From an optimization exercise on the open Yosys and OpenROAD flow, aimed at small area; shortcuts taken in it are not production practice. Where RTL was checked, it was by simulation tests only, not by an equivalence proof against the original. For run 2, only the layout was checked, not whether the RTL still works. Power is estimated from default activity; no workload was simulated.

## flow/config.mk

```make
export PLATFORM = sky130hd
export DESIGN_NAME = midi_synth_top
export DESIGN_NICKNAME = midi_synth_top
export VERILOG_FILES = /design/flow/design.v
export SDC_FILE = /design/flow/constraint.sdc
export NUM_CORES = 4
export LEC_CHECK = 0
export ABC_AREA = 1
export CAP_MARGIN = 20
export CORE_MARGIN = 2
export CORE_UTILIZATION = 65
export CTS_BUF_LIST = sky130_fd_sc_hd__clkbuf_4
export CTS_CLUSTER_SIZE = 20
export SLEW_MARGIN = 20
```

## flow/constraint.sdc

```tcl
create_clock -name core_clock -period 12.0 [get_ports {clk}]
set_input_delay 2.4000 -clock core_clock [delete_from_list [all_inputs] [get_ports {clk}]]
set_output_delay 2.4000 -clock core_clock [all_outputs]
set_load 0.01 [all_outputs]
```

## flow/design.v

```verilog
package midi_synth_pkg;
    localparam logic [1:0] ENV_OFF     = 2'd0;
    localparam logic [1:0] ENV_ATTACK  = 2'd1;
    localparam logic [1:0] ENV_HOLD    = 2'd2;
    localparam logic [1:0] ENV_RELEASE = 2'd3;
    localparam logic [6:0] NOTE_MIN = 7'd29;
    localparam logic [6:0] NOTE_MAX = 7'd91;
    localparam logic [7:0] SUS_MIN = 8'd64;
    localparam logic [7:0] MIN_GAIN = 8'd0;
    localparam logic [7:0] MAX_GAIN = 8'd128;
    localparam logic [6:0] SUSTAIN_CC = 7'd64;
endpackage
import midi_synth_pkg::*;
module midi_byte_parser (
    input  logic       clk,
    input  logic       reset,
    input  logic [7:0] midi_byte,
    input  logic       midi_valid,
    output logic       note_event,    
    output logic [5:0] ev_idx,        
    output logic       ev_on,         
    output logic       pedal          
);
    logic [1:0] st;
    logic [1:0] st_new;
    logic       have_first;
    logic [6:0] first_byte;
    logic       data_byte;
    logic       pair_done;
    logic [6:0] idx7;
    logic       playable;
    logic       pedal_ev1, pedal_ev2, pedal_val;
    assign data_byte = midi_valid && !midi_byte[7] && (st != 2'd0);
    assign pair_done = data_byte && have_first;
    always_comb begin
        case (midi_byte)
            8'h80:   st_new = 2'd1;
            8'h90:   st_new = 2'd2;
            8'hB0:   st_new = 2'd3;
            default: st_new = 2'd0;
        endcase
    end
    always_comb begin
        logic c;
        c = 1'b0;
        for (int i = 0; i < 7; i++) begin
            idx7[i] = first_byte[i] ^ 1'(7'd100 >> i) ^ c;
            c = (first_byte[i] & 1'(7'd100 >> i)) | (c & (first_byte[i] ^ 1'(7'd100 >> i)));
        end
    end
    assign playable = !idx7[6] && (idx7[5:0] != 6'd0);
    always_ff @(posedge clk) begin
        if (reset) begin
            st         <= 2'd0;
            have_first <= 1'b0;
            note_event <= 1'b0;
            pedal_ev1  <= 1'b0;
            pedal_ev2  <= 1'b0;
            pedal      <= 1'b0;
        end else begin
            note_event <= pair_done && (st != 2'd3) && playable;
            pedal_ev1  <= pair_done && (st == 2'd3) && (first_byte == SUSTAIN_CC);
            pedal_ev2  <= pedal_ev1;
            if (pedal_ev2) pedal <= pedal_val;
            if (midi_valid && midi_byte[7] && (midi_byte[6:3] != 4'hF)) begin
                st         <= st_new;
                have_first <= 1'b0;
            end else if (data_byte) begin
                have_first <= !have_first;
            end
        end
    end
    always_ff @(posedge clk) begin
        if (data_byte && !have_first) first_byte <= midi_byte[6:0];
        if (pair_done) begin
            ev_idx    <= idx7[5:0];
            ev_on     <= (st == 2'd2) && (midi_byte[6:0] != 7'd0);
            pedal_val <= midi_byte[6];
        end
    end
endmodule
module voice_allocator #(
    parameter int NUM_VOICES = 4
) (
    input  logic                       clk,
    input  logic                       reset,
    input  logic                       note_event,
    input  logic [5:0]                 ev_idx,
    input  logic                       ev_on,
    input  logic [NUM_VOICES-1:0]      voice_on,
    input  logic [NUM_VOICES-1:0][5:0] voice_note,
    output logic [NUM_VOICES-1:0]      update_voice
);
    logic [NUM_VOICES-1:0] target;
    logic                  found;
    always_comb begin
        target = '0;
        found  = 1'b0;
        for (int v = 0; v < NUM_VOICES; v++) begin
            if (!found && !voice_on[v] && !update_voice[v]) begin
                target[v] = ev_on;
                found     = 1'b1;
            end
        end
        for (int v = 0; v < NUM_VOICES; v++) begin
            if (!ev_on && voice_on[v] && (voice_note[v] == ev_idx)) target[v] = 1'b1;
        end
        if (!note_event) target = '0;
    end
    always_ff @(posedge clk) begin
        if (reset) update_voice <= '0;
        else       update_voice <= target;
    end
endmodule
import midi_synth_pkg::*;
module harmonic_dynamics #(
    parameter int ATTACK_TIME  = 75,
    parameter int SUSTAIN_TIME = 1400,
    parameter int REL_TIME     = 150
) (
    input  logic        clk,
    input  logic        reset,
    input  logic        key_down,        
    input  logic        key_up,          
    input  logic [5:0]  ev_idx,
    input  logic        generate_next,   
    input  logic        pedal,
    input  logic [15:0] sustain_n,       
    input  logic        zero_crossing,   
    output logic        voice_on,
    output logic [5:0]  note,
    output logic [7:0]  gain
);
    logic [1:0]  state;
    logic [15:0] count;
    logic [15:0] count_inc;
    logic        reach_sus;
    logic        due;
    logic        step;
    logic        up;
    logic [7:0]  gain_step;
    function automatic logic ge_const(input logic [15:0] x, input logic [15:0] k);
        logic g;
        g = 1'b1;
        for (int i = 0; i < 16; i++) g = k[i] ? (x[i] & g) : (x[i] | g);
        ge_const = g;
    endfunction
    assign voice_on = (state != ENV_OFF);
    always_comb begin
        logic c, g;
        c = 1'b1;
        g = 1'b1;
        for (int i = 0; i < 16; i++) begin
            count_inc[i] = count[i] ^ c;
            c = count[i] & c;
            g = (count[i] & sustain_n[i]) | (g & (count[i] | sustain_n[i]));
        end
        reach_sus = g;
    end
    always_comb begin
        case (state)
            ENV_ATTACK:  due = ge_const(count, 16'(ATTACK_TIME));
            ENV_HOLD:    due = reach_sus;
            default:     due = pedal ? reach_sus : ge_const(count, 16'(REL_TIME));
        endcase
    end
    assign step = !generate_next && due && zero_crossing;
    assign up = (state == ENV_ATTACK);
    always_comb begin
        logic t;
        t = 1'b1;
        for (int i = 0; i < 8; i++) begin
            gain_step[i] = gain[i] ^ t;
            t = t & (gain[i] ~^ up);
        end
    end
    always_ff @(posedge clk) begin
        if (reset) begin
            state <= ENV_OFF;
            gain  <= MIN_GAIN;
        end else begin
            case (state)
                ENV_OFF: begin
                    if (key_down) state <= ENV_ATTACK;
                end
                ENV_ATTACK: begin
                    if (step) begin
                        if (gain == MAX_GAIN) state <= ENV_HOLD;
                        else                  gain  <= gain_step;
                    end
                end
                ENV_HOLD: begin
                    if (key_up) state <= ENV_RELEASE;
                    else if (step && gain != MIN_GAIN) gain <= gain_step;
                end
                default: begin
                    if (gain == MIN_GAIN) state <= ENV_OFF;
                    else if (step)        gain  <= gain_step;
                end
            endcase
        end
    end
    always_ff @(posedge clk) begin
        if (state == ENV_OFF || (state == ENV_HOLD && key_up)) begin
            count <= '0;
        end else if (generate_next) begin
            count <= count_inc;
        end else if (step) begin
            count <= '0;
        end
        if (state == ENV_OFF) note <= key_down ? ev_idx : 6'd0;
    end
endmodule
import midi_synth_pkg::*;
module voice_oscillator #(
    parameter int NUM_VOICES = 4
) (
    input  logic                       clk,
    input  logic                       started,      
    input  logic                       tick,         
    input  logic                       wpass,        
    input  logic [1:0]                 slot,         
    input  logic [NUM_VOICES-1:0][5:0] voice_note,
    output logic [15:0]                head_phase,   
    output logic [NUM_VOICES-1:0]      zero_crossing
);
    function automatic [19:0] note_inc(input logic [5:0] idx);
        case (idx)
            6'd1: note_inc = 20'd15257;
            6'd2: note_inc = 20'd16164;
            6'd3: note_inc = 20'd17125;
            6'd4: note_inc = 20'd18143;
            6'd5: note_inc = 20'd19222;
            6'd6: note_inc = 20'd20365;
            6'd7: note_inc = 20'd21576;
            6'd8: note_inc = 20'd22859;
            6'd9: note_inc = 20'd24218;
            6'd10: note_inc = 20'd25658;
            6'd11: note_inc = 20'd27184;
            6'd12: note_inc = 20'd28800;
            6'd13: note_inc = 20'd30514;
            6'd14: note_inc = 20'd32328;
            6'd15: note_inc = 20'd34250;
            6'd16: note_inc = 20'd36286;
            6'd17: note_inc = 20'd38444;
            6'd18: note_inc = 20'd40730;
            6'd19: note_inc = 20'd43152;
            6'd20: note_inc = 20'd45718;
            6'd21: note_inc = 20'd48436;
            6'd22: note_inc = 20'd51316;
            6'd23: note_inc = 20'd54368;
            6'd24: note_inc = 20'd57600;
            6'd25: note_inc = 20'd61028;
            6'd26: note_inc = 20'd64656;
            6'd27: note_inc = 20'd68500;
            6'd28: note_inc = 20'd72572;
            6'd29: note_inc = 20'd76888;
            6'd30: note_inc = 20'd81460;
            6'd31: note_inc = 20'd86304;
            6'd32: note_inc = 20'd91436;
            6'd33: note_inc = 20'd96872;
            6'd34: note_inc = 20'd102632;
            6'd35: note_inc = 20'd108736;
            6'd36: note_inc = 20'd115200;
            6'd37: note_inc = 20'd122056;
            6'd38: note_inc = 20'd129312;
            6'd39: note_inc = 20'd137000;
            6'd40: note_inc = 20'd145144;
            6'd41: note_inc = 20'd153776;
            6'd42: note_inc = 20'd162920;
            6'd43: note_inc = 20'd172608;
            6'd44: note_inc = 20'd182872;
            6'd45: note_inc = 20'd193744;
            6'd46: note_inc = 20'd205264;
            6'd47: note_inc = 20'd217472;
            6'd48: note_inc = 20'd230400;
            6'd49: note_inc = 20'd244112;
            6'd50: note_inc = 20'd258624;
            6'd51: note_inc = 20'd274000;
            6'd52: note_inc = 20'd290288;
            6'd53: note_inc = 20'd307552;
            6'd54: note_inc = 20'd325840;
            6'd55: note_inc = 20'd345216;
            6'd56: note_inc = 20'd365744;
            6'd57: note_inc = 20'd387488;
            6'd58: note_inc = 20'd410528;
            6'd59: note_inc = 20'd434944;
            6'd60: note_inc = 20'd460800;
            6'd61: note_inc = 20'd488224;
            6'd62: note_inc = 20'd517248;
            6'd63: note_inc = 20'd548000;
            default: note_inc = 20'd0;
        endcase
    endfunction
    logic [3:0][24:0] ring;     
    logic [5:0]       n1, n2, n3;     
    logic [5:0]       note;
    logic [19:0]      inc;
    logic [23:0]      sum;
    logic             carry_next;
    always_ff @(posedge clk) begin
        n3 <= voice_note[3];
        n2 <= tick ? voice_note[2] : n3;
        n1 <= tick ? voice_note[1] : n2;
    end
    assign note = (slot == 2'd0) ? voice_note[0] : n1;
    assign inc  = wpass ? note_inc(note) : 20'd0;
    always_comb begin
        logic c;
        c = 1'b0;
        for (int i = 0; i < 24; i++) begin
            if (i < 20) begin
                sum[i] = ring[0][i] ^ inc[i] ^ c;
                c = (ring[0][i] & inc[i]) | (c & (ring[0][i] ^ inc[i]));
            end else begin
                sum[i] = ring[0][i] ^ c;
                c = ring[0][i] & c;
            end
        end
    end
    always_comb begin
        logic k;
        k = 1'b0;
        for (int i = 1; i < 23; i++) begin
            if (i <= 20) k = (ring[0][i] & inc[i-1]) | (k & (ring[0][i] ^ inc[i-1]));
            else         k = k & ring[0][i];
        end
        carry_next = k & ~(sum[23] ^ ring[0][23]);
    end
    always_ff @(posedge clk) begin
        ring[2:0] <= ring[3:1];
        if (!started || (wpass && note == 6'd0)) ring[3][23:0] <= '0;
        else                                     ring[3][23:0] <= sum;
        if (!started)   ring[3][24] <= 1'b0;
        else if (wpass) ring[3][24] <= (note != 6'd0) && carry_next;
        else            ring[3][24] <= ring[0][24];
    end
    for (genvar v = 0; v < NUM_VOICES; v++) begin : g_zc
        always_ff @(posedge clk) begin
            if (tick) zero_crossing[v] <= ring[v][24];
        end
    end
    assign head_phase = ring[0][23:8];
endmodule
module voice_mixer #(
    parameter int NUM_VOICES    = 4,
    parameter int SAMPLE_DIVIDE = 1024
) (
    input  logic                        clk,
    input  logic                        reset,
    input  logic [15:0]                 head_phase,
    input  logic [NUM_VOICES-1:0][7:0]  voice_gain,
    output logic                        started,
    output logic                        tick,
    output logic                        wpass,
    output logic [1:0]                  slot,
    output logic signed [15:0]          mix_sample,
    output logic                        mix_valid
);
    localparam int DIV_W = $clog2(SAMPLE_DIVIDE);
    logic [DIV_W-1:0] div_count;
    logic [DIV_W-1:0] div_inc;
    logic [7:0]       ga, gb;        
    logic [7:0]       g;
    logic [17:0]      acc;
    logic [17:0]      a;
    logic [17:0]      nxt;
    always_comb begin
        logic c;
        c = 1'b1;
        for (int i = 0; i < DIV_W; i++) begin
            div_inc[i] = div_count[i] ^ c;
            c = div_count[i] & c;
        end
    end
    always_ff @(posedge clk) begin
        if (reset) begin
            div_count <= '0;
            started   <= 1'b0;
        end else begin
            if (div_count == DIV_W'(SAMPLE_DIVIDE - 1)) begin
                div_count <= '0;
                started   <= 1'b1;
            end else begin
                div_count <= div_inc;
            end
        end
    end
    assign tick  = started && (div_count == '0);
    assign wpass = started && (div_count[DIV_W-1:2] == '0);
    assign slot  = div_count[1:0];
    always_ff @(posedge clk) begin
        gb <= voice_gain[3];
        ga <= (slot == 2'd1) ? voice_gain[2] : gb;
    end
    assign g = (slot == 2'd0) ? voice_gain[0] : (slot == 2'd1) ? voice_gain[1] : ga;
    assign a = (slot == 2'd0) ? 18'd177152 : acc;
    mixer_mac mac_i (.u(head_phase), .g, .a, .nxt);
    always_ff @(posedge clk) begin
        if (!wpass && slot == 2'd0) begin
            if (acc[17] && !(acc[16] && acc[15]))       acc <= 18'h38000;
            else if (!acc[17] && (acc[16] || acc[15])) acc <= 18'h07fff;
        end else begin
            acc <= nxt;
        end
    end
    always_ff @(posedge clk) begin
        if (reset) mix_valid <= 1'b0;
        else       mix_valid <= started && (div_count == DIV_W'(NUM_VOICES));
    end
    assign mix_sample = acc[15:0];
endmodule
module mixer_mac (
    input  logic [15:0] u,
    input  logic [7:0]  g,
    input  logic [17:0] a,
    output logic [17:0] nxt
);
    logic bn0, b1_0, b2_0;
    assign bn0 = g[1] & ~(g[0] & 1'b0);
    assign b1_0 = g[0] ^ 1'b0;
    assign b2_0 = (g[1] & ~g[0] & ~1'b0) | (~g[1] & g[0] & 1'b0);
    logic bn1, b1_1, b2_1;
    assign bn1 = g[3] & ~(g[2] & g[1]);
    assign b1_1 = g[2] ^ g[1];
    assign b2_1 = (g[3] & ~g[2] & ~g[1]) | (~g[3] & g[2] & g[1]);
    logic bn2, b1_2, b2_2;
    assign bn2 = g[5] & ~(g[4] & g[3]);
    assign b1_2 = g[4] ^ g[3];
    assign b2_2 = (g[5] & ~g[4] & ~g[3]) | (~g[5] & g[4] & g[3]);
    logic bn3, b1_3, b2_3;
    assign bn3 = 1'b0;
    assign b1_3 = g[6] ^ g[5];
    assign b2_3 = (g[6] & g[5]) | g[7];
    logic mac_1;
    logic mac_2;
    assign mac_1 = (((b1_0 & u[7]) | (b2_0 & u[6])) ^ bn0) ^ (((b1_1 & u[5]) | (b2_1 & u[4])) ^ bn1);
    assign mac_2 = (((b1_0 & u[7]) | (b2_0 & u[6])) ^ bn0) & (((b1_1 & u[5]) | (b2_1 & u[4])) ^ bn1);
    logic mac_3;
    logic mac_4;
    assign mac_3 = (((b1_0 & u[8]) | (b2_0 & u[7])) ^ bn0) ^ (((b1_1 & u[6]) | (b2_1 & u[5])) ^ bn1) ^ (((b1_2 & u[4]) | (b2_2 & u[3])) ^ bn2);
    assign mac_4 = ((((b1_0 & u[8]) | (b2_0 & u[7])) ^ bn0) & (((b1_1 & u[6]) | (b2_1 & u[5])) ^ bn1)) | ((((b1_0 & u[8]) | (b2_0 & u[7])) ^ bn0) & (((b1_2 & u[4]) | (b2_2 & u[3])) ^ bn2)) | ((((b1_1 & u[6]) | (b2_1 & u[5])) ^ bn1) & (((b1_2 & u[4]) | (b2_2 & u[3])) ^ bn2));
    logic mac_5;
    logic mac_6;
    assign mac_5 = (((b1_0 & u[9]) | (b2_0 & u[8])) ^ bn0) ^ (((b1_1 & u[7]) | (b2_1 & u[6])) ^ bn1) ^ (((b1_2 & u[5]) | (b2_2 & u[4])) ^ bn2);
    assign mac_6 = ((((b1_0 & u[9]) | (b2_0 & u[8])) ^ bn0) & (((b1_1 & u[7]) | (b2_1 & u[6])) ^ bn1)) | ((((b1_0 & u[9]) | (b2_0 & u[8])) ^ bn0) & (((b1_2 & u[5]) | (b2_2 & u[4])) ^ bn2)) | ((((b1_1 & u[7]) | (b2_1 & u[6])) ^ bn1) & (((b1_2 & u[5]) | (b2_2 & u[4])) ^ bn2));
    logic mac_7;
    logic mac_8;
    assign mac_7 = (((b1_0 & u[10]) | (b2_0 & u[9])) ^ bn0) ^ (((b1_1 & u[8]) | (b2_1 & u[7])) ^ bn1) ^ (((b1_2 & u[6]) | (b2_2 & u[5])) ^ bn2);
    assign mac_8 = ((((b1_0 & u[10]) | (b2_0 & u[9])) ^ bn0) & (((b1_1 & u[8]) | (b2_1 & u[7])) ^ bn1)) | ((((b1_0 & u[10]) | (b2_0 & u[9])) ^ bn0) & (((b1_2 & u[6]) | (b2_2 & u[5])) ^ bn2)) | ((((b1_1 & u[8]) | (b2_1 & u[7])) ^ bn1) & (((b1_2 & u[6]) | (b2_2 & u[5])) ^ bn2));
    logic mac_9;
    logic mac_10;
    assign mac_9 = (((b1_0 & u[11]) | (b2_0 & u[10])) ^ bn0) ^ (((b1_1 & u[9]) | (b2_1 & u[8])) ^ bn1) ^ (((b1_2 & u[7]) | (b2_2 & u[6])) ^ bn2);
    assign mac_10 = ((((b1_0 & u[11]) | (b2_0 & u[10])) ^ bn0) & (((b1_1 & u[9]) | (b2_1 & u[8])) ^ bn1)) | ((((b1_0 & u[11]) | (b2_0 & u[10])) ^ bn0) & (((b1_2 & u[7]) | (b2_2 & u[6])) ^ bn2)) | ((((b1_1 & u[9]) | (b2_1 & u[8])) ^ bn1) & (((b1_2 & u[7]) | (b2_2 & u[6])) ^ bn2));
    logic mac_11;
    logic mac_12;
    assign mac_11 = (((b1_0 & u[12]) | (b2_0 & u[11])) ^ bn0) ^ (((b1_1 & u[10]) | (b2_1 & u[9])) ^ bn1) ^ (((b1_2 & u[8]) | (b2_2 & u[7])) ^ bn2);
    assign mac_12 = ((((b1_0 & u[12]) | (b2_0 & u[11])) ^ bn0) & (((b1_1 & u[10]) | (b2_1 & u[9])) ^ bn1)) | ((((b1_0 & u[12]) | (b2_0 & u[11])) ^ bn0) & (((b1_2 & u[8]) | (b2_2 & u[7])) ^ bn2)) | ((((b1_1 & u[10]) | (b2_1 & u[9])) ^ bn1) & (((b1_2 & u[8]) | (b2_2 & u[7])) ^ bn2));
    logic mac_13;
    logic mac_14;
    assign mac_13 = (((b1_0 & u[13]) | (b2_0 & u[12])) ^ bn0) ^ (((b1_1 & u[11]) | (b2_1 & u[10])) ^ bn1) ^ (((b1_2 & u[9]) | (b2_2 & u[8])) ^ bn2);
    assign mac_14 = ((((b1_0 & u[13]) | (b2_0 & u[12])) ^ bn0) & (((b1_1 & u[11]) | (b2_1 & u[10])) ^ bn1)) | ((((b1_0 & u[13]) | (b2_0 & u[12])) ^ bn0) & (((b1_2 & u[9]) | (b2_2 & u[8])) ^ bn2)) | ((((b1_1 & u[11]) | (b2_1 & u[10])) ^ bn1) & (((b1_2 & u[9]) | (b2_2 & u[8])) ^ bn2));
    logic mac_15;
    logic mac_16;
    assign mac_15 = (((b1_0 & u[14]) | (b2_0 & u[13])) ^ bn0) ^ (((b1_1 & u[12]) | (b2_1 & u[11])) ^ bn1) ^ (((b1_2 & u[10]) | (b2_2 & u[9])) ^ bn2);
    assign mac_16 = ((((b1_0 & u[14]) | (b2_0 & u[13])) ^ bn0) & (((b1_1 & u[12]) | (b2_1 & u[11])) ^ bn1)) | ((((b1_0 & u[14]) | (b2_0 & u[13])) ^ bn0) & (((b1_2 & u[10]) | (b2_2 & u[9])) ^ bn2)) | ((((b1_1 & u[12]) | (b2_1 & u[11])) ^ bn1) & (((b1_2 & u[10]) | (b2_2 & u[9])) ^ bn2));
    logic mac_17;
    logic mac_18;
    assign mac_17 = (((b1_0 & u[15]) | (b2_0 & u[14])) ^ bn0) ^ (((b1_1 & u[13]) | (b2_1 & u[12])) ^ bn1) ^ (((b1_2 & u[11]) | (b2_2 & u[10])) ^ bn2);
    assign mac_18 = ((((b1_0 & u[15]) | (b2_0 & u[14])) ^ bn0) & (((b1_1 & u[13]) | (b2_1 & u[12])) ^ bn1)) | ((((b1_0 & u[15]) | (b2_0 & u[14])) ^ bn0) & (((b1_2 & u[11]) | (b2_2 & u[10])) ^ bn2)) | ((((b1_1 & u[13]) | (b2_1 & u[12])) ^ bn1) & (((b1_2 & u[11]) | (b2_2 & u[10])) ^ bn2));
    logic mac_19;
    logic mac_20;
    assign mac_19 = ((b1_3 & u[9]) | (b2_3 & u[8])) ^ a[8];
    assign mac_20 = ((b1_3 & u[9]) | (b2_3 & u[8])) & a[8];
    logic mac_21;
    logic mac_22;
    assign mac_21 = (((b2_0 & u[15])) ^ bn0) ^ (((b1_1 & u[14]) | (b2_1 & u[13])) ^ bn1) ^ (((b1_2 & u[12]) | (b2_2 & u[11])) ^ bn2);
    assign mac_22 = ((((b2_0 & u[15])) ^ bn0) & (((b1_1 & u[14]) | (b2_1 & u[13])) ^ bn1)) | ((((b2_0 & u[15])) ^ bn0) & (((b1_2 & u[12]) | (b2_2 & u[11])) ^ bn2)) | ((((b1_1 & u[14]) | (b2_1 & u[13])) ^ bn1) & (((b1_2 & u[12]) | (b2_2 & u[11])) ^ bn2));
    logic mac_23;
    logic mac_24;
    assign mac_23 = ((b1_3 & u[10]) | (b2_3 & u[9])) ^ a[9] ^ (~g[1]);
    assign mac_24 = (((b1_3 & u[10]) | (b2_3 & u[9])) & a[9]) | (((b1_3 & u[10]) | (b2_3 & u[9])) & (~g[1])) | (a[9] & (~g[1]));
    logic mac_25;
    logic mac_26;
    assign mac_25 = ~bn0 ^ (((b1_1 & u[15]) | (b2_1 & u[14])) ^ bn1) ^ (((b1_2 & u[13]) | (b2_2 & u[12])) ^ bn2);
    assign mac_26 = (~bn0 & (((b1_1 & u[15]) | (b2_1 & u[14])) ^ bn1)) | (~bn0 & (((b1_2 & u[13]) | (b2_2 & u[12])) ^ bn2)) | ((((b1_1 & u[15]) | (b2_1 & u[14])) ^ bn1) & (((b1_2 & u[13]) | (b2_2 & u[12])) ^ bn2));
    logic mac_27;
    logic mac_28;
    assign mac_27 = ((b1_3 & u[11]) | (b2_3 & u[10])) ^ a[10] ^ (~g[2]);
    assign mac_28 = (((b1_3 & u[11]) | (b2_3 & u[10])) & a[10]) | (((b1_3 & u[11]) | (b2_3 & u[10])) & (~g[2])) | (a[10] & (~g[2]));
    logic mac_29;
    logic mac_30;
    assign mac_29 = (((b2_1 & u[15])) ^ bn1) ^ (((b1_2 & u[14]) | (b2_2 & u[13])) ^ bn2) ^ ((b1_3 & u[12]) | (b2_3 & u[11]));
    assign mac_30 = ((((b2_1 & u[15])) ^ bn1) & (((b1_2 & u[14]) | (b2_2 & u[13])) ^ bn2)) | ((((b2_1 & u[15])) ^ bn1) & ((b1_3 & u[12]) | (b2_3 & u[11]))) | ((((b1_2 & u[14]) | (b2_2 & u[13])) ^ bn2) & ((b1_3 & u[12]) | (b2_3 & u[11])));
    logic mac_31;
    logic mac_32;
    assign mac_31 = a[11] ^ (~g[3]);
    assign mac_32 = a[11] & (~g[3]);
    logic mac_33;
    logic mac_34;
    assign mac_33 = ~bn1 ^ (((b1_2 & u[15]) | (b2_2 & u[14])) ^ bn2) ^ ((b1_3 & u[13]) | (b2_3 & u[12]));
    assign mac_34 = (~bn1 & (((b1_2 & u[15]) | (b2_2 & u[14])) ^ bn2)) | (~bn1 & ((b1_3 & u[13]) | (b2_3 & u[12]))) | ((((b1_2 & u[15]) | (b2_2 & u[14])) ^ bn2) & ((b1_3 & u[13]) | (b2_3 & u[12])));
    logic mac_35;
    logic mac_36;
    assign mac_35 = a[12] ^ (~g[4]);
    assign mac_36 = a[12] & (~g[4]);
    logic mac_37;
    logic mac_38;
    assign mac_37 = (((b2_2 & u[15])) ^ bn2) ^ ((b1_3 & u[14]) | (b2_3 & u[13])) ^ a[13];
    assign mac_38 = ((((b2_2 & u[15])) ^ bn2) & ((b1_3 & u[14]) | (b2_3 & u[13]))) | ((((b2_2 & u[15])) ^ bn2) & a[13]) | (((b1_3 & u[14]) | (b2_3 & u[13])) & a[13]);
    logic mac_39;
    logic mac_40;
    assign mac_39 = ~bn2 ^ ((b1_3 & u[15]) | (b2_3 & u[14]));
    assign mac_40 = ~bn2 & ((b1_3 & u[15]) | (b2_3 & u[14]));
    logic mac_41;
    logic mac_42;
    assign mac_41 = (((b1_0 & u[4]) | (b2_0 & u[3])) ^ bn0) ^ (((b1_1 & u[2]) | (b2_1 & u[1])) ^ bn1);
    assign mac_42 = (((b1_0 & u[4]) | (b2_0 & u[3])) ^ bn0) & (((b1_1 & u[2]) | (b2_1 & u[1])) ^ bn1);
    logic mac_43;
    logic mac_44;
    assign mac_43 = (((b1_0 & u[5]) | (b2_0 & u[4])) ^ bn0) ^ (((b1_1 & u[3]) | (b2_1 & u[2])) ^ bn1);
    assign mac_44 = (((b1_0 & u[5]) | (b2_0 & u[4])) ^ bn0) & (((b1_1 & u[3]) | (b2_1 & u[2])) ^ bn1);
    logic mac_45;
    logic mac_46;
    assign mac_45 = (((b1_0 & u[6]) | (b2_0 & u[5])) ^ bn0) ^ (((b1_1 & u[4]) | (b2_1 & u[3])) ^ bn1) ^ (((b1_2 & u[2]) | (b2_2 & u[1])) ^ bn2);
    assign mac_46 = ((((b1_0 & u[6]) | (b2_0 & u[5])) ^ bn0) & (((b1_1 & u[4]) | (b2_1 & u[3])) ^ bn1)) | ((((b1_0 & u[6]) | (b2_0 & u[5])) ^ bn0) & (((b1_2 & u[2]) | (b2_2 & u[1])) ^ bn2)) | ((((b1_1 & u[4]) | (b2_1 & u[3])) ^ bn1) & (((b1_2 & u[2]) | (b2_2 & u[1])) ^ bn2));
    logic mac_47;
    logic mac_48;
    assign mac_47 = mac_1 ^ (((b1_2 & u[3]) | (b2_2 & u[2])) ^ bn2) ^ ((b1_3 & u[1]) | (b2_3 & u[0]));
    assign mac_48 = (mac_1 & (((b1_2 & u[3]) | (b2_2 & u[2])) ^ bn2)) | (mac_1 & ((b1_3 & u[1]) | (b2_3 & u[0]))) | ((((b1_2 & u[3]) | (b2_2 & u[2])) ^ bn2) & ((b1_3 & u[1]) | (b2_3 & u[0])));
    logic mac_49;
    logic mac_50;
    assign mac_49 = mac_2 ^ mac_3 ^ ((b1_3 & u[2]) | (b2_3 & u[1]));
    assign mac_50 = (mac_2 & mac_3) | (mac_2 & ((b1_3 & u[2]) | (b2_3 & u[1]))) | (mac_3 & ((b1_3 & u[2]) | (b2_3 & u[1])));
    logic mac_51;
    logic mac_52;
    assign mac_51 = mac_4 ^ mac_5 ^ ((b1_3 & u[3]) | (b2_3 & u[2]));
    assign mac_52 = (mac_4 & mac_5) | (mac_4 & ((b1_3 & u[3]) | (b2_3 & u[2]))) | (mac_5 & ((b1_3 & u[3]) | (b2_3 & u[2])));
    logic mac_53;
    logic mac_54;
    assign mac_53 = mac_6 ^ mac_7 ^ ((b1_3 & u[4]) | (b2_3 & u[3]));
    assign mac_54 = (mac_6 & mac_7) | (mac_6 & ((b1_3 & u[4]) | (b2_3 & u[3]))) | (mac_7 & ((b1_3 & u[4]) | (b2_3 & u[3])));
    logic mac_55;
    logic mac_56;
    assign mac_55 = mac_8 ^ mac_9 ^ ((b1_3 & u[5]) | (b2_3 & u[4]));
    assign mac_56 = (mac_8 & mac_9) | (mac_8 & ((b1_3 & u[5]) | (b2_3 & u[4]))) | (mac_9 & ((b1_3 & u[5]) | (b2_3 & u[4])));
    logic mac_57;
    logic mac_58;
    assign mac_57 = mac_10 ^ mac_11 ^ ((b1_3 & u[6]) | (b2_3 & u[5]));
    assign mac_58 = (mac_10 & mac_11) | (mac_10 & ((b1_3 & u[6]) | (b2_3 & u[5]))) | (mac_11 & ((b1_3 & u[6]) | (b2_3 & u[5])));
    logic mac_59;
    logic mac_60;
    assign mac_59 = mac_12 ^ mac_13 ^ ((b1_3 & u[7]) | (b2_3 & u[6]));
    assign mac_60 = (mac_12 & mac_13) | (mac_12 & ((b1_3 & u[7]) | (b2_3 & u[6]))) | (mac_13 & ((b1_3 & u[7]) | (b2_3 & u[6])));
    logic mac_61;
    logic mac_62;
    assign mac_61 = mac_14 ^ mac_15 ^ ((b1_3 & u[8]) | (b2_3 & u[7]));
    assign mac_62 = (mac_14 & mac_15) | (mac_14 & ((b1_3 & u[8]) | (b2_3 & u[7]))) | (mac_15 & ((b1_3 & u[8]) | (b2_3 & u[7])));
    logic mac_63;
    logic mac_64;
    assign mac_63 = mac_16 ^ mac_17 ^ mac_19;
    assign mac_64 = (mac_16 & mac_17) | (mac_16 & mac_19) | (mac_17 & mac_19);
    logic mac_65;
    logic mac_66;
    assign mac_65 = mac_18 ^ mac_20 ^ mac_21;
    assign mac_66 = (mac_18 & mac_20) | (mac_18 & mac_21) | (mac_20 & mac_21);
    logic mac_67;
    logic mac_68;
    assign mac_67 = mac_22 ^ mac_24 ^ mac_25;
    assign mac_68 = (mac_22 & mac_24) | (mac_22 & mac_25) | (mac_24 & mac_25);
    logic mac_69;
    logic mac_70;
    assign mac_69 = mac_26 ^ mac_28 ^ mac_29;
    assign mac_70 = (mac_26 & mac_28) | (mac_26 & mac_29) | (mac_28 & mac_29);
    logic mac_71;
    logic mac_72;
    assign mac_71 = mac_30 ^ mac_32 ^ mac_33;
    assign mac_72 = (mac_30 & mac_32) | (mac_30 & mac_33) | (mac_32 & mac_33);
    logic mac_73;
    logic mac_74;
    assign mac_73 = mac_34 ^ mac_36 ^ mac_37;
    assign mac_74 = (mac_34 & mac_36) | (mac_34 & mac_37) | (mac_36 & mac_37);
    logic mac_75;
    logic mac_76;
    assign mac_75 = mac_38 ^ mac_39 ^ a[14];
    assign mac_76 = (mac_38 & mac_39) | (mac_38 & a[14]) | (mac_39 & a[14]);
    logic mac_77;
    logic mac_78;
    assign mac_77 = mac_40 ^ ((b2_3 & u[15])) ^ a[15];
    assign mac_78 = (mac_40 & ((b2_3 & u[15]))) | (mac_40 & a[15]) | (((b2_3 & u[15])) & a[15]);
    logic mac_79;
    logic mac_80;
    assign mac_79 = (((b1_0 & u[2]) | (b2_0 & u[1])) ^ bn0) ^ (((b1_1 & u[0])) ^ bn1);
    assign mac_80 = (((b1_0 & u[2]) | (b2_0 & u[1])) ^ bn0) & (((b1_1 & u[0])) ^ bn1);
    logic mac_81;
    logic mac_82;
    assign mac_81 = (((b1_0 & u[3]) | (b2_0 & u[2])) ^ bn0) ^ (((b1_1 & u[1]) | (b2_1 & u[0])) ^ bn1);
    assign mac_82 = (((b1_0 & u[3]) | (b2_0 & u[2])) ^ bn0) & (((b1_1 & u[1]) | (b2_1 & u[0])) ^ bn1);
    logic mac_83;
    logic mac_84;
    assign mac_83 = mac_41 ^ (((b1_2 & u[0])) ^ bn2) ^ bn2;
    assign mac_84 = (mac_41 & (((b1_2 & u[0])) ^ bn2)) | (mac_41 & bn2) | ((((b1_2 & u[0])) ^ bn2) & bn2);
    logic mac_85;
    logic mac_86;
    assign mac_85 = mac_42 ^ mac_43 ^ (((b1_2 & u[1]) | (b2_2 & u[0])) ^ bn2);
    assign mac_86 = (mac_42 & mac_43) | (mac_42 & (((b1_2 & u[1]) | (b2_2 & u[0])) ^ bn2)) | (mac_43 & (((b1_2 & u[1]) | (b2_2 & u[0])) ^ bn2));
    logic mac_87;
    logic mac_88;
    assign mac_87 = mac_44 ^ mac_45 ^ ((b1_3 & u[0]));
    assign mac_88 = (mac_44 & mac_45) | (mac_44 & ((b1_3 & u[0]))) | (mac_45 & ((b1_3 & u[0])));
    logic mac_89;
    logic mac_90;
    assign mac_89 = mac_46 ^ mac_47 ^ a[0];
    assign mac_90 = (mac_46 & mac_47) | (mac_46 & a[0]) | (mac_47 & a[0]);
    logic mac_91;
    logic mac_92;
    assign mac_91 = mac_48 ^ mac_49 ^ a[1];
    assign mac_92 = (mac_48 & mac_49) | (mac_48 & a[1]) | (mac_49 & a[1]);
    logic mac_93;
    logic mac_94;
    assign mac_93 = mac_50 ^ mac_51 ^ a[2];
    assign mac_94 = (mac_50 & mac_51) | (mac_50 & a[2]) | (mac_51 & a[2]);
    logic mac_95;
    logic mac_96;
    assign mac_95 = mac_52 ^ mac_53 ^ a[3];
    assign mac_96 = (mac_52 & mac_53) | (mac_52 & a[3]) | (mac_53 & a[3]);
    logic mac_97;
    logic mac_98;
    assign mac_97 = mac_54 ^ mac_55 ^ a[4];
    assign mac_98 = (mac_54 & mac_55) | (mac_54 & a[4]) | (mac_55 & a[4]);
    logic mac_99;
    logic mac_100;
    assign mac_99 = mac_56 ^ mac_57 ^ a[5];
    assign mac_100 = (mac_56 & mac_57) | (mac_56 & a[5]) | (mac_57 & a[5]);
    logic mac_101;
    logic mac_102;
    assign mac_101 = mac_58 ^ mac_59 ^ a[6];
    assign mac_102 = (mac_58 & mac_59) | (mac_58 & a[6]) | (mac_59 & a[6]);
    logic mac_103;
    logic mac_104;
    assign mac_103 = mac_60 ^ mac_61 ^ a[7];
    assign mac_104 = (mac_60 & mac_61) | (mac_60 & a[7]) | (mac_61 & a[7]);
    logic mac_105;
    logic mac_106;
    assign mac_105 = mac_62 ^ mac_63 ^ (~g[0]);
    assign mac_106 = (mac_62 & mac_63) | (mac_62 & (~g[0])) | (mac_63 & (~g[0]));
    logic mac_107;
    logic mac_108;
    assign mac_107 = mac_64 ^ mac_65 ^ mac_23;
    assign mac_108 = (mac_64 & mac_65) | (mac_64 & mac_23) | (mac_65 & mac_23);
    logic mac_109;
    logic mac_110;
    assign mac_109 = mac_66 ^ mac_67 ^ mac_27;
    assign mac_110 = (mac_66 & mac_67) | (mac_66 & mac_27) | (mac_67 & mac_27);
    logic mac_111;
    logic mac_112;
    assign mac_111 = mac_68 ^ mac_69 ^ mac_31;
    assign mac_112 = (mac_68 & mac_69) | (mac_68 & mac_31) | (mac_69 & mac_31);
    logic mac_113;
    logic mac_114;
    assign mac_113 = mac_70 ^ mac_71 ^ mac_35;
    assign mac_114 = (mac_70 & mac_71) | (mac_70 & mac_35) | (mac_71 & mac_35);
    logic mac_115;
    logic mac_116;
    assign mac_115 = mac_72 ^ mac_73 ^ (~g[5]);
    assign mac_116 = (mac_72 & mac_73) | (mac_72 & (~g[5])) | (mac_73 & (~g[5]));
    logic mac_117;
    logic mac_118;
    assign mac_117 = mac_74 ^ mac_75 ^ (~g[6]);
    assign mac_118 = (mac_74 & mac_75) | (mac_74 & (~g[6])) | (mac_75 & (~g[6]));
    logic mac_119;
    logic mac_120;
    assign mac_119 = mac_76 ^ mac_77 ^ (~g[7]);
    assign mac_120 = (mac_76 & mac_77) | (mac_76 & (~g[7])) | (mac_77 & (~g[7]));
    logic mac_121;
    logic mac_122;
    assign mac_121 = mac_78 ^ a[16];
    assign mac_122 = mac_78 & a[16];
    logic mac_123;
    logic mac_124;
    assign mac_123 = (((b1_0 & u[0])) ^ bn0) ^ bn0;
    assign mac_124 = (((b1_0 & u[0])) ^ bn0) & bn0;
    logic mac_125;
    logic mac_126;
    assign mac_125 = (((b1_0 & u[1]) | (b2_0 & u[0])) ^ bn0) ^ mac_124;
    assign mac_126 = (((b1_0 & u[1]) | (b2_0 & u[0])) ^ bn0) & mac_124;
    logic mac_127;
    logic mac_128;
    assign mac_127 = mac_79 ^ bn1 ^ mac_126;
    assign mac_128 = (mac_79 & bn1) | (mac_79 & mac_126) | (bn1 & mac_126);
    logic mac_129;
    logic mac_130;
    assign mac_129 = mac_80 ^ mac_81 ^ mac_128;
    assign mac_130 = (mac_80 & mac_81) | (mac_80 & mac_128) | (mac_81 & mac_128);
    logic mac_131;
    logic mac_132;
    assign mac_131 = mac_82 ^ mac_83 ^ mac_130;
    assign mac_132 = (mac_82 & mac_83) | (mac_82 & mac_130) | (mac_83 & mac_130);
    logic mac_133;
    logic mac_134;
    assign mac_133 = mac_84 ^ mac_85 ^ mac_132;
    assign mac_134 = (mac_84 & mac_85) | (mac_84 & mac_132) | (mac_85 & mac_132);
    logic mac_135;
    logic mac_136;
    assign mac_135 = mac_86 ^ mac_87 ^ mac_134;
    assign mac_136 = (mac_86 & mac_87) | (mac_86 & mac_134) | (mac_87 & mac_134);
    logic mac_137;
    logic mac_138;
    assign mac_137 = mac_88 ^ mac_89 ^ mac_136;
    assign mac_138 = (mac_88 & mac_89) | (mac_88 & mac_136) | (mac_89 & mac_136);
    logic mac_139;
    logic mac_140;
    assign mac_139 = mac_90 ^ mac_91 ^ mac_138;
    assign mac_140 = (mac_90 & mac_91) | (mac_90 & mac_138) | (mac_91 & mac_138);
    logic mac_141;
    logic mac_142;
    assign mac_141 = mac_92 ^ mac_93 ^ mac_140;
    assign mac_142 = (mac_92 & mac_93) | (mac_92 & mac_140) | (mac_93 & mac_140);
    logic mac_143;
    logic mac_144;
    assign mac_143 = mac_94 ^ mac_95 ^ mac_142;
    assign mac_144 = (mac_94 & mac_95) | (mac_94 & mac_142) | (mac_95 & mac_142);
    logic mac_145;
    logic mac_146;
    assign mac_145 = mac_96 ^ mac_97 ^ mac_144;
    assign mac_146 = (mac_96 & mac_97) | (mac_96 & mac_144) | (mac_97 & mac_144);
    logic mac_147;
    logic mac_148;
    assign mac_147 = mac_98 ^ mac_99 ^ mac_146;
    assign mac_148 = (mac_98 & mac_99) | (mac_98 & mac_146) | (mac_99 & mac_146);
    logic mac_149;
    logic mac_150;
    assign mac_149 = mac_100 ^ mac_101 ^ mac_148;
    assign mac_150 = (mac_100 & mac_101) | (mac_100 & mac_148) | (mac_101 & mac_148);
    logic mac_151;
    logic mac_152;
    assign mac_151 = mac_102 ^ mac_103 ^ mac_150;
    assign mac_152 = (mac_102 & mac_103) | (mac_102 & mac_150) | (mac_103 & mac_150);
    logic mac_153;
    logic mac_154;
    assign mac_153 = mac_104 ^ mac_105 ^ mac_152;
    assign mac_154 = (mac_104 & mac_105) | (mac_104 & mac_152) | (mac_105 & mac_152);
    logic mac_155;
    logic mac_156;
    assign mac_155 = mac_106 ^ mac_107 ^ mac_154;
    assign mac_156 = (mac_106 & mac_107) | (mac_106 & mac_154) | (mac_107 & mac_154);
    logic mac_157;
    logic mac_158;
    assign mac_157 = mac_108 ^ mac_109 ^ mac_156;
    assign mac_158 = (mac_108 & mac_109) | (mac_108 & mac_156) | (mac_109 & mac_156);
    logic mac_159;
    logic mac_160;
    assign mac_159 = mac_110 ^ mac_111 ^ mac_158;
    assign mac_160 = (mac_110 & mac_111) | (mac_110 & mac_158) | (mac_111 & mac_158);
    logic mac_161;
    logic mac_162;
    assign mac_161 = mac_112 ^ mac_113 ^ mac_160;
    assign mac_162 = (mac_112 & mac_113) | (mac_112 & mac_160) | (mac_113 & mac_160);
    logic mac_163;
    logic mac_164;
    assign mac_163 = mac_114 ^ mac_115 ^ mac_162;
    assign mac_164 = (mac_114 & mac_115) | (mac_114 & mac_162) | (mac_115 & mac_162);
    logic mac_165;
    logic mac_166;
    assign mac_165 = mac_116 ^ mac_117 ^ mac_164;
    assign mac_166 = (mac_116 & mac_117) | (mac_116 & mac_164) | (mac_117 & mac_164);
    logic mac_167;
    logic mac_168;
    assign mac_167 = mac_118 ^ mac_119 ^ mac_166;
    assign mac_168 = (mac_118 & mac_119) | (mac_118 & mac_166) | (mac_119 & mac_166);
    logic mac_169;
    logic mac_170;
    assign mac_169 = mac_120 ^ mac_121 ^ mac_168;
    assign mac_170 = (mac_120 & mac_121) | (mac_120 & mac_168) | (mac_121 & mac_168);
    logic mac_171;
    logic mac_172;
    assign mac_171 = mac_122 ^ a[17] ^ mac_170;
    assign mac_172 = (mac_122 & a[17]) | (mac_122 & mac_170) | (a[17] & mac_170);
    assign nxt = {mac_171, mac_169, mac_167, mac_165, mac_163, mac_161, mac_159, mac_157, mac_155, mac_153, mac_151, mac_149, mac_147, mac_145, mac_143, mac_141, mac_139, mac_137};
endmodule
import midi_synth_pkg::*;
module midi_synth_top #(
    parameter int NUM_VOICES    = 4,
    parameter int ATTACK_TIME   = 4,
    parameter int SUSTAIN_TIME  = 40,
    parameter int REL_TIME      = 8,
    parameter int SAMPLE_DIVIDE = 16
) (
    input  logic                        clk,
    input  logic                        reset,
    input  logic [7:0]                  midi_byte,
    input  logic                        midi_valid,
    input  logic [15:0]                 sustain_inc,
    output logic signed [15:0]          mix_sample,
    output logic                        mix_valid,
    output logic [NUM_VOICES-1:0]       voice_on,
    output logic [NUM_VOICES-1:0][7:0]  voice_gain
);
    logic                       note_event;
    logic [5:0]                 ev_idx;
    logic                       ev_on;
    logic                       pedal;
    logic [NUM_VOICES-1:0]      update_voice;
    logic [NUM_VOICES-1:0][5:0] voice_note;
    logic [NUM_VOICES-1:0]      zero_crossing;
    logic [15:0]                sustain_n;
    logic [15:0]                head_phase;
    logic                       started, tick, wpass;
    logic [1:0]                 slot;
    always_comb begin
        logic c;
        c = 1'b0;
        for (int i = 0; i < 16; i++) begin
            sustain_n[i] = ~(sustain_inc[i] ^ 1'(SUSTAIN_TIME >> i) ^ c);
            c = (sustain_inc[i] & 1'(SUSTAIN_TIME >> i)) | (c & (sustain_inc[i] ^ 1'(SUSTAIN_TIME >> i)));
        end
    end
    midi_byte_parser parser_i (
        .clk, .reset, .midi_byte, .midi_valid, .note_event, .ev_idx, .ev_on, .pedal
    );
    voice_allocator #(.NUM_VOICES(NUM_VOICES)) allocator_i (
        .clk, .reset, .note_event, .ev_idx, .ev_on, .voice_on, .voice_note, .update_voice
    );
    for (genvar v = 0; v < NUM_VOICES; v++) begin : g_voice
        harmonic_dynamics #(
            .ATTACK_TIME(ATTACK_TIME), .SUSTAIN_TIME(SUSTAIN_TIME), .REL_TIME(REL_TIME)
        ) envelope_i (
            .clk, .reset,
            .key_down(update_voice[v] && ev_on), .key_up(update_voice[v] && !ev_on),
            .ev_idx, .generate_next(tick), .pedal, .sustain_n,
            .zero_crossing(zero_crossing[v]),
            .voice_on(voice_on[v]), .note(voice_note[v]), .gain(voice_gain[v])
        );
    end
    voice_oscillator #(.NUM_VOICES(NUM_VOICES)) osc_i (
        .clk, .started, .tick, .wpass, .slot, .voice_note, .head_phase, .zero_crossing
    );
    voice_mixer #(.NUM_VOICES(NUM_VOICES), .SAMPLE_DIVIDE(SAMPLE_DIVIDE)) mixer_i (
        .clk, .reset, .head_phase, .voice_gain, .started, .tick, .wpass, .slot,
        .mix_sample, .mix_valid
    );
endmodule
```

## flow/flow/run.sh

```bash
#!/bin/bash
# The standard layout, except that the input and output ports are buffered with the
# smallest buffer cell instead of the one buffer_ports picks by itself.
set -euo pipefail
export BUFFER_PORTS_ARGS="-buffer_cell sky130_fd_sc_hd__buf_1"
bash standard.sh > standard.log 2>&1
```

## flow/standard.sh

```bash
#!/bin/bash
# synth_recipe.tcl (not shown) runs the flow's synth.tcl, then flattens the netlist and writes it again
# the make line also repeats each setting of config.mk as NAME=value (left out here)
make -C /OpenROAD-flow-scripts/flow DESIGN_CONFIG=/design/flow/config.mk WORK_HOME=/design/flow/orfs CLKGATE_MAP_FILE= SYNTH_SCRIPT=/design/flow/synth_recipe.tcl "${@:-finish}"
```

==> results of run 1 <==
[worst paths after layout]
check	slack, ps	cells after the start	to
setup / recovery	670	34	mixer_i.acc[17]
hold reg to reg	310	0	osc_i.ring[69]
setup reg to reg	670	34	mixer_i.acc[17]
hold / removal	310	0	osc_i.ring[69]
[sequential cells by signal, indices dropped and copies added (netlist names), 7 cells and up]
register,count
osc_i.ring,100
g_voice.envelope_i.count,64
g_voice.envelope_i.gain,32
g_voice.envelope_i.note,24
mixer_i.acc,18
g_voice.envelope_i.state,8
mixer_i.ga,8
mixer_i.gb,8
parser_i.first_byte,7
[power by group through the flow]
stage	Sequential, uW	Clock, uW	Combinational (uW)
after CTS	1210	1010	1100
after detailed placement	1230	0	1090
final	1210	992	1110
after floorplan	1220	0	864
after global placement	1230	0	1070
after global routing	1210	1070	1250
[layout make-up]
type | instances | area, um2
Tap cell | 384 | 480.5
Sequential cell | 316 | 6937
Multi-Input combinational cell | 1563 | 10250
Timing Repair Buffer | 98 | 440.4
Inverter | 329 | 1239
Antenna cell | 1 | 2.502
Clock buffer | 114 | 855.8
Clock inverter | 38 | 265.3
Fill cell | 2326 | 8158
[stage by stage]
step | setup slack (ps) | cell area [um2] | util [%]
6_report | 669.5 | 20470 | 71.50
2_1_floorplan | 148.4 | 18840 | -
4_1_cts | 492.0 | 20440 | 71.42
3_5_place_dp | 480.0 | 19320 | 67.50
5_1_grt | 52.31 | 20470 | 71.50
3_3_place_gp | 731.3 | 19320 | 67.50
[per-layer routing]
metal	share of wire [%]	vias to the layer above	GRT usage (%)	wire length, um
li1	-	7802	-	-
met5	0	-	0	0
met1	40	7614	38.61	19110
met4	4.5	0	16.70	2160
met3	6.6	143	4.724	3131
met2	49	640	53.31	23300
[cells in the mapped netlist (4+ instances only)]
cell | n | area, um2
nand2_1 | 482 | 1809
inv_1 | 317 | 1190
dfxtp_1 | 255 | 5105
nor2_1 | 170 | 638.1
a21oi_1 | 147 | 735.7
ha_1 | 132 | 1652
fa_1 | 86 | 1722
xor2_1 | 83 | 727.0
nand3_1 | 77 | 385.4
o21ai_0 | 77 | 385.4
o22ai_1 | 71 | 444.2
clkbuf_1 | 61 | 229.0
edfxtp_1 | 61 | 1832
nand4_1 | 28 | 175.2
xnor2_1 | 26 | 227.7
nor3_1 | 23 | 115.1
nor4_1 | 23 | 143.9
buf_4 | 22 | 165.2
o221ai_1 | 20 | 175.2
a22oi_1 | 19 | 142.6
o211ai_1 | 14 | 105.1
a31oi_1 | 11 | 68.82
or2_2 | 11 | 68.82
clkinv_1 | 9 | 33.78
nand3b_1 | 9 | 67.56
a221oi_1 | 8 | 70.07
o21ai_1 | 8 | 40.04
buf_1 | 6 | 22.52
nand2_2 | 5 | 31.28
a311oi_1 | 4 | 35.03
nand2_4 | 4 | 45.04
[kinds of logic (layout without fill, tap and decap cells)]
logic type | count (synthesis) | in the layout
buffers and inverters | 422 | 579
AOI/OAI and AO/OA | 396 | 396
xor gates and xnor gates | 109 | 109
other | 0 | 1
adders and majority gates | 220 | 220
and+or+nand+nor | 838 | 838
DFF | 316 | 316
[repair_timing]
action / CTS / global route
setup endpoints to repair: 0 / 1
resized for setup: 0 / 5
hold buffers: 0 / 0
==> run notes, run 1 <==
The core outline area is around 29000 um2. The detailed-route vias per instance came out at 5.698. The via count of the first global-routing pass came to 15730.

The worst register-to-register path begins at mixer_i.div_count[0]. The setup path with the least slack is of type flip-flop to flip-flop. The number of nets in the layout is 2636.

The final cell count without fillers is around 2800. The tree is rooted in a clkbuf_4. The number of standard-cell rows in the floorplan is 62. The achievable clock frequency is 88.26 MHz. At the worst endpoint, the required time is 12480 ps.

Setup violations remaining at the end of the flow were counted as 0. The number of nets produced by synthesis came out at 2546. The detailed placement HPWL came out at 35.23 mm. The maximum fanout along the worst path is 15. The area fraction in and, or, nand and nor cells after synthesis came out at 18.74%. The path type of the worst min-delay path is flip-flop to flip-flop. The final total negative setup slack is 0 ps. The delay contributed by the slowest stage of the critical path is 470 ps.

The flow ran to the end and the layout has no timing, DRC or antenna violations. Setup repair after global routing left no endpoint under its margin. From synthesis to final layout, the design area changed by 8.655%. The worst slew margin relative to its limit came out at slightly above 40%. At the worst endpoint, the arrival time is about 12000 ps. The overall die area came out at slightly above 30000 um2. The TritonCTS clock tree is built. The number of buffers added on ports came out at 79. The mean area per synthesized cell is between 8 and 9 um2.

The post-synthesis async set-or-reset flop share came out at 0%. The nature of the critical path endpoint is a flip-flop. The initial antenna violation count is 1. For this design, the slowest cell found on the critical path is fa_1. The switching power of the nets is about 1200 uW. The post-route fraction of the period consumed by the critical path is between 90 and 100%. The number of detailed-routing iterations run before antenna repair came out at 6. After the first detailed-routing iteration, the DRC count stood at around 1200. The synthesis-stage register bit count is 316. The most common flop cell mapped by yosys is dfxtp_1. The top cell types in the final layout, fill and taps aside, are nand2_1 (481), inv_1 (316), dfxtp_1 (255).

The post-synthesis instance area came out at 18840 um2. For the pin with the worst max-slew slack, the measured transition is 885.1 ps. The number of endpoints with negative hold slack in the final report came out at 0. The count of vias placed by the detailed router came out at 16200. The register share of total power is 36.5%. The number of placed instances with taps included came out at 2690.

In this design, the largest share of critical-path delay is due to adder cells. For this design the top-level I/O count stands at 80. The final critical-path required period is 11330 ps.

The global routing usage summed across all routing layers came out at 31.38%. The number of H-tree levels is 3. Counting the buffers created by CTS gives 83. The starting density of the core came out at 65.81%.

The buffer count from post-CTS setup fixing came out at 0. The critical path starts at mixer_i.div_count[0]. The die outline height came out at around 170 um.

In the synthesized netlist, the number of instances is 2301. The maximum clock skew at final layout is 47.81 ps. After detailed routing, the number of remaining DRC violations is 0.

Cell internal power was estimated by the tool at 2090 uW. The number of enable flip-flop cells after synthesis came out at 61. The first-pass GRT wire length came out at 76.66 mm. The completed layout was analyzed and its total power is around 3300 uW. The overflow left after global routing is 0. The clock-pin transition on the worst setup and hold timing paths is 70 ps. Across the run, the number of max-cap violations was 0. The worst setup path is launched from a flip-flop. The x dimension of the die is 174.2 um. The worst hold path begins at osc_i.ring[94]. The total detailed-routing wirelength is approximately 48 mm. The compound-gate portion of the synthesized area came out at 12.45%. The static leakage power came out at 0.008945 uW. The clock latency of the later-clocked register in the worst-skew pair came out at 740 ps. The tree built by TritonCTS fans out to roughly 320 sinks.

By area, the combinational part of the netlist is dominated by simple AND/OR/NAND/NOR gates. The maximum count of clock buffers along a single path came out at 3. Among the stages of the critical path, the cell type that occurs most often is fa_1. In the final routed layout, each cell accounts on average for about 17 um.

The total count of max-transition violations in the final report is 0. The pin count of the biggest net entering global routing came out at 78. The worst voltage drop across the vdd grid came out at between 0.1 and 0.15 mV. The Yosys warning count is 6.

The final hold slack is 310.1 ps. After Yosys synthesis, full adders, half adders and majority gates account for a little under a fifth of the synthesized area. The share of total power dissipated in the clock network is 30.0%. The combinational group share of total power is 33.4%.

The library cell used most frequently in the layout, excluding fill and tap cells, is nand2_1. The multiplexer share of the synthesized area came out at 0%. The number of buffers and inverters on the critical path came out at 3.

The cell area power density is roughly 160 nW/um2. The number of unique standard cell types used by synthesis came out at 51. Of the total synthesized cell area, the portion taken by XOR and XNOR cells is around 5.1%. The part of the Yosys area used for sequential elements came out at ~37%.

The share of cells above drive strength 1 is around 7.4%. The number of nets with antenna violations after detailed routing came out at 0. Of the total power, the share spent switching nets is a little under two fifths.

The placer's final routability congestion estimate came out at 0.9459.
==> run 2, diff against run 1 <==
--- a/flow/design.v
+++ b/flow/design.v
@@ -73,6 +73,6 @@
     always_ff @(posedge clk) begin
         if (data_byte && !have_first) first_byte <= midi_byte[6:0];
+        ev_idx <= idx7[5:0];
         if (pair_done) begin
-            ev_idx    <= idx7[5:0];
             ev_on     <= (st == 2'd2) && (midi_byte[6:0] != 7'd0);
             pedal_val <= midi_byte[6];
@@ -397,17 +397,14 @@
     assign a = (slot == 2'd0) ? 18'd177152 : acc;
     mixer_mac mac_i (.u(head_phase), .g, .a, .nxt);
-    always_ff @(posedge clk) begin
-        if (!wpass && slot == 2'd0) begin
-            if (acc[17] && !(acc[16] && acc[15]))       acc <= 18'h38000;
-            else if (!acc[17] && (acc[16] || acc[15])) acc <= 18'h07fff;
-        end else begin
-            acc <= nxt;
-        end
-    end
+    always_ff @(posedge clk) acc <= nxt;
     always_ff @(posedge clk) begin
         if (reset) mix_valid <= 1'b0;
-        else       mix_valid <= started && (div_count == DIV_W'(NUM_VOICES));
+        else       mix_valid <= wpass && (slot == 2'd3);
+    end
+    always_comb begin
+        if (acc[17] && !(acc[16] && acc[15]))       mix_sample = 16'h8000;
+        else if (!acc[17] && (acc[16] || acc[15])) mix_sample = 16'h7fff;
+        else                                        mix_sample = acc[15:0];
     end
-    assign mix_sample = acc[15:0];
 endmodule
 module mixer_mac (
==> flow/flow/run.sh (replaced) <==
#!/bin/bash
# The standard layout with two changes: the input and output ports are buffered with the
# smallest buffer cell instead of the one buffer_ports picks by itself, and clock tree synthesis
# adds no dummy loads.
set -euo pipefail
export BUFFER_PORTS_ARGS="-buffer_cell sky130_fd_sc_hd__buf_1"
export CTS_ARGS="-sink_clustering_enable -repair_clock_nets -sink_clustering_size 25 -sink_clustering_max_diameter 100 -buf_list sky130_fd_sc_hd__clkbuf_16 -dont_use_dummy_load"
bash standard.sh > standard.log 2>&1
--- a/flow/config.mk
+++ b/flow/config.mk
@@ -10,5 +10,3 @@
 export CORE_MARGIN = 2
 export CORE_UTILIZATION = 65
-export CTS_BUF_LIST = sky130_fd_sc_hd__clkbuf_4
-export CTS_CLUSTER_SIZE = 20
 export SLEW_MARGIN = 20
==> run 2 against run 1 <==
  * Setup slack worse by 110 ps
  * Global-route usage is 0.41 points lower
  * Clock-buffer cell count fell by 97
  * Wire length shrank 3.8%
  * Via count is 5.0% lower
  * Highest routed layer unchanged
  * Area after synthesis fell by 2.5%
  * Worst hold slack worse by 33 ps
  * Cell count down 6.2%
  * Flip-flop and latch count unchanged
  * First-iteration DRC count increased by 7.6%
  * Combinational power rose by 23%
  * Still clean on timing, DRC and antenna
==> run notes, run 2 <==
The detailed-route vias per instance came out at between 5 and 6. The overall die area came out at about 30000 um2. After detailed routing, the average wire length per cell comes to between 15 and 20 um. The kind of start point of the critical path is a flip-flop. The run finished with no timing, DRC or antenna violations.

In the final layout, the registers with the most flip-flops are osc_i.ring (100), g_voice.envelope_i.count (64), g_voice.envelope_i.gain (32). For this run, the detailed router's first-pass iteration total came to 6. Based on the critical path, the design can be clocked at up to 87.39 MHz. The clock latency of the later-clocked register in the worst-skew pair came out at 530 ps.

The instance count of the mapped netlist is 2244. The number of endpoints with negative hold slack in the final report came out at 0. The mean area per synthesized cell came out at 8.187 um2. Yosys mapped the design onto 57 distinct sky130hd cell types. The placer's final routability congestion estimate is 0.9265.

The number of nets in the layout came out at 2536. The setup violation total in the final timing report is 0. IR analysis of the VDD net gives a maximum drop of about 0.11 mV.

The number of buffers added on ports came out at just under 80. The met2 demand-to-capacity share in global routing came out at between 50 and 60%. The post-route fraction of the period consumed by the critical path came out at 95.36%. The end of the worst hold path is osc_i.ring[20]. The delay contributed by the slowest stage of the critical path is a little over 500 ps. TritonCTS built the clock tree. The worst slew margin relative to its limit is 28.54%. The x dimension of the die is between 150 and 200 um. The via count of the first global-routing pass is 14650. The number of enable flip-flop cells after synthesis came out at 37. The worst setup path is captured at a flip-flop. The core region is 27780 um2. The total count of max-transition violations in the final report came out at 0. At the worst endpoint, the required time is 12440 ps. The global routing met1 resource utilization is 38.38%. The max-cap violation count came out at 0. Counting every net in the synthesized netlist gives 2489.

The maximum count of clock buffers along a single path is 3. The starting density of the core is 66.13%. Wires add up to between 40 and 50 mm. The post-synthesis to final-layout area growth is 5.796%.

Of all cell types, the one taking the most synthesized area is dfxtp_1. Leaving out fill and tap cells, the most frequent cell in the layout is nand2_1. Yosys instantiated no cell more often than nand2_1. The placed cell area came out at ~19000 um2.

For the final database, setup skew stands at 81.54 ps. Counting flops with an async set or reset pin after synthesis yields a share of 0%. The initial antenna violation count came out at 0. The number of nets with antenna violations after detailed routing came out at 0.

The worst hold path begins at osc_i.ring[45]. The detailed placement HPWL came out at 34.64 mm. The overflow left after global routing is 0. The setup slack of the worst register-to-register path came out at ~560 ps.

The total power is 3174 uW. The worst endpoint data arrival time is 11880 ps. The flip-flop count of the largest register after layout is 100. The number of antenna repair diodes is 0. The startpoint identified for the worst register-to-register timing path is mixer_i.div_count[0]. For the pin with the worst max-slew slack, the measured transition is 1064 ps.

The maximum fanout along the worst path is 25. The clock-pin transition on the worst setup and hold timing paths came out at 100 ps. The cell area after layout is 19440 um2.

From bottom edge to top edge, the die measures 172.1 um. The number of standard-cell rows in the floorplan is 61. Ranked by flip-flop count, first place goes to osc_i.ring.

The pin count of the biggest net entering global routing is 77. Setup repair after global routing left no endpoint under its margin. The setup path with the least slack is of type flip-flop to flip-flop. Sorting the synthesized cells by how often they occur yields nand2_1 (420), inv_1 (304), dfxtp_1 (279).

The cell area power density is 163.3 nW/um2. The global routing usage summed across all routing layers came out at a little over 30%. The number of H-tree levels came out at 1. The I/O pin count came out at 80. The peak-usage layer in the global routing report is met2. The hold-critical path depth is 0. The detailed-route DRC error count came out at 0.

The portion of synthesized cell area occupied by the leading cell type is a little under a third. The first-pass GRT wire length came out at roughly 73 mm. Synthesis inferred 316 register bits.

The clock net in this run drives a total of ~320 sinks. The worst register-to-register path ends at mixer_i.acc[17]. For this block, the initial DRC count from the detailed router was ~1300. The post-synthesis instance area is 18370 um2. The final critical-path required period is 11440 ps.

After synthesis, the cell types taking the most area are dfxtp_1 (30%), fa_1 (9.4%), ha_1 (9.0%). For this run, global-route usage on met3 was measured as approximately 4.4%. The part of the Yosys area used for sequential elements came out at 36.45%. The TritonCTS buffer count is 17. The count of fill cells added during filler insertion came out at 2223. Among all flip-flop cells after synthesis, the most frequent one is dfxtp_1. The most numerous cell type found on the critical path is fa_1.

The path class of the tightest hold or removal check is flip-flop to flip-flop. The Yosys step of the flow raised 6 warnings. The final hold slack came out at 276.8 ps. The count of vias placed by the detailed router is 15390. The slowest stage of the critical path belongs to the cell fa_1. The worst register-to-register path has a depth of 36. The final total negative setup slack is 0 ps. The utilization of the core after routing came out at 69.96%. The static leakage power came out at 0.008473 uW. The share of cells above drive strength 1 came out at 3.888%. The tree is rooted in a clkbuf_16. The top cell types in the final layout, fill and taps aside, are nand2_1 (420), inv_1 (303), dfxtp_1 (279).
[run 2: changes by cell type in the layout (fill, tap and decap cells not counted), sizes merged, moves of 14 or more]
cell    previous run  this run
dfxtp            255       279
edfxtp            61        37
clkbuf           115        17
nand3             79        94
clkinv            41         9
nand2            491       433
o21ai             86       100
[run 2: final cells by class]
class / instances / area (um2) / share of cell area [%]
Multi-Input combinational cell: 1530 / 10160 / 52.29
Sequential cell: 316 / 6696 / 34.45
Inverter: 327 / 1231 / 6.335
Tap cell: 378 / 473.0 / 2.433
Timing Repair Buffer: 99 / 446.7 / 2.298
Clock buffer: 17 / 425.4 / 2.189
[run 2: metrics by stage]
stage,cells,worst slack (ps)
final,2667,556.6
after global routing,2667,13.28
after CTS,2667,582.1
after detailed placement,2650,587.9
after global placement,2650,851.0
after floorplan,2244,591.1
[run 2: how the worst max path moves through the flow]
| stage | start | end |
|---|---|---|
| 6_report | mixer_i.div_count[0] | mixer_i.acc[17] |
| 2_1_floorplan | mixer_i.div_count[0] | mixer_i.acc[17] |
| 3_5_place_dp | mixer_i.div_count[1] | mixer_i.acc[17] |
| 5_1_grt | mixer_i.div_count[1] | mixer_i.acc[17] |
| 3_3_place_gp | mixer_i.div_count[1] | mixer_i.acc[17] |
| 4_1_cts | mixer_i.div_count[1] | mixer_i.acc[17] |
[run 2: cells by family (layout without fill, tap and decap cells)]
| family | after synthesis | count (layout) | share of synthesized area (%) |
|---|---|---|---|
| mux | 1 | 1 | 0.05449 |
| simple gates | 783 | 783 | 18.18 |
| xor+xnor | 103 | 103 | 4.910 |
| flops | 316 | 316 | 36.45 |
| buf+inv | 398 | 443 | 8.316 |
| fa+ha+maj | 218 | 218 | 18.36 |
| compound gates | 425 | 425 | 13.73 |
[run 2: what timing repair did]
item,4_1_cts,5_1_grt
setup buffers,0,0
gates resized for setup,0,3
hold buffers,0,0
endpoints found under the setup margin,0,3
[run 2: layer usage]
metal  part of all wire [%]  up-vias
li1                       -     7483
met1                     41     7269
met2                     50      551
met3                    6.0       89
met4                    3.2        0
met5                      0        -
[run 2: critical path, delay by kind of cell, from the launching register on]
family                   cells  cell delay [ps]
XOR/XNOR                     3              540
adder cells (fa/ha/maj)     21             8340
buffers and inverters        6             1050
AND/OR/NAND/NOR              1              160
flip-flops                   1              390
AO/OA/AOI/OAI                5              840
[run 2: report_power, final]
part	switching (uW)	internal, uW
Combinational	911	447
Sequential	52.7	1180
Clock	329	254
Total	1290	1880

-- what the ideal ports hide --
The results above use ideal ports. As a check the final layouts listed here were re-extracted and re-timed, cells and wires unchanged. Step 1 sets driving cells, clkbuf_16 on the clock port and buf_2 on the other inputs (assumed; they add their load-dependent delay and slew). Step 2 times the ports against the registers' clock, not the clock port: input delays grow and output delays shrink by t, the midpoint of the rising clock arrivals with the driver on. Three values: no drivers, after step 1, after step 2; two values: the first two.
run	shift t [ns]	slack for setup (ns)	worst setup path at the end
run 1	0.760	0.669 / 0.669 / 0.669	register to register
run 2	0.546	0.557 / 0.557 / 0.557	register to register
After both steps setup and hold are still met in every run listed.
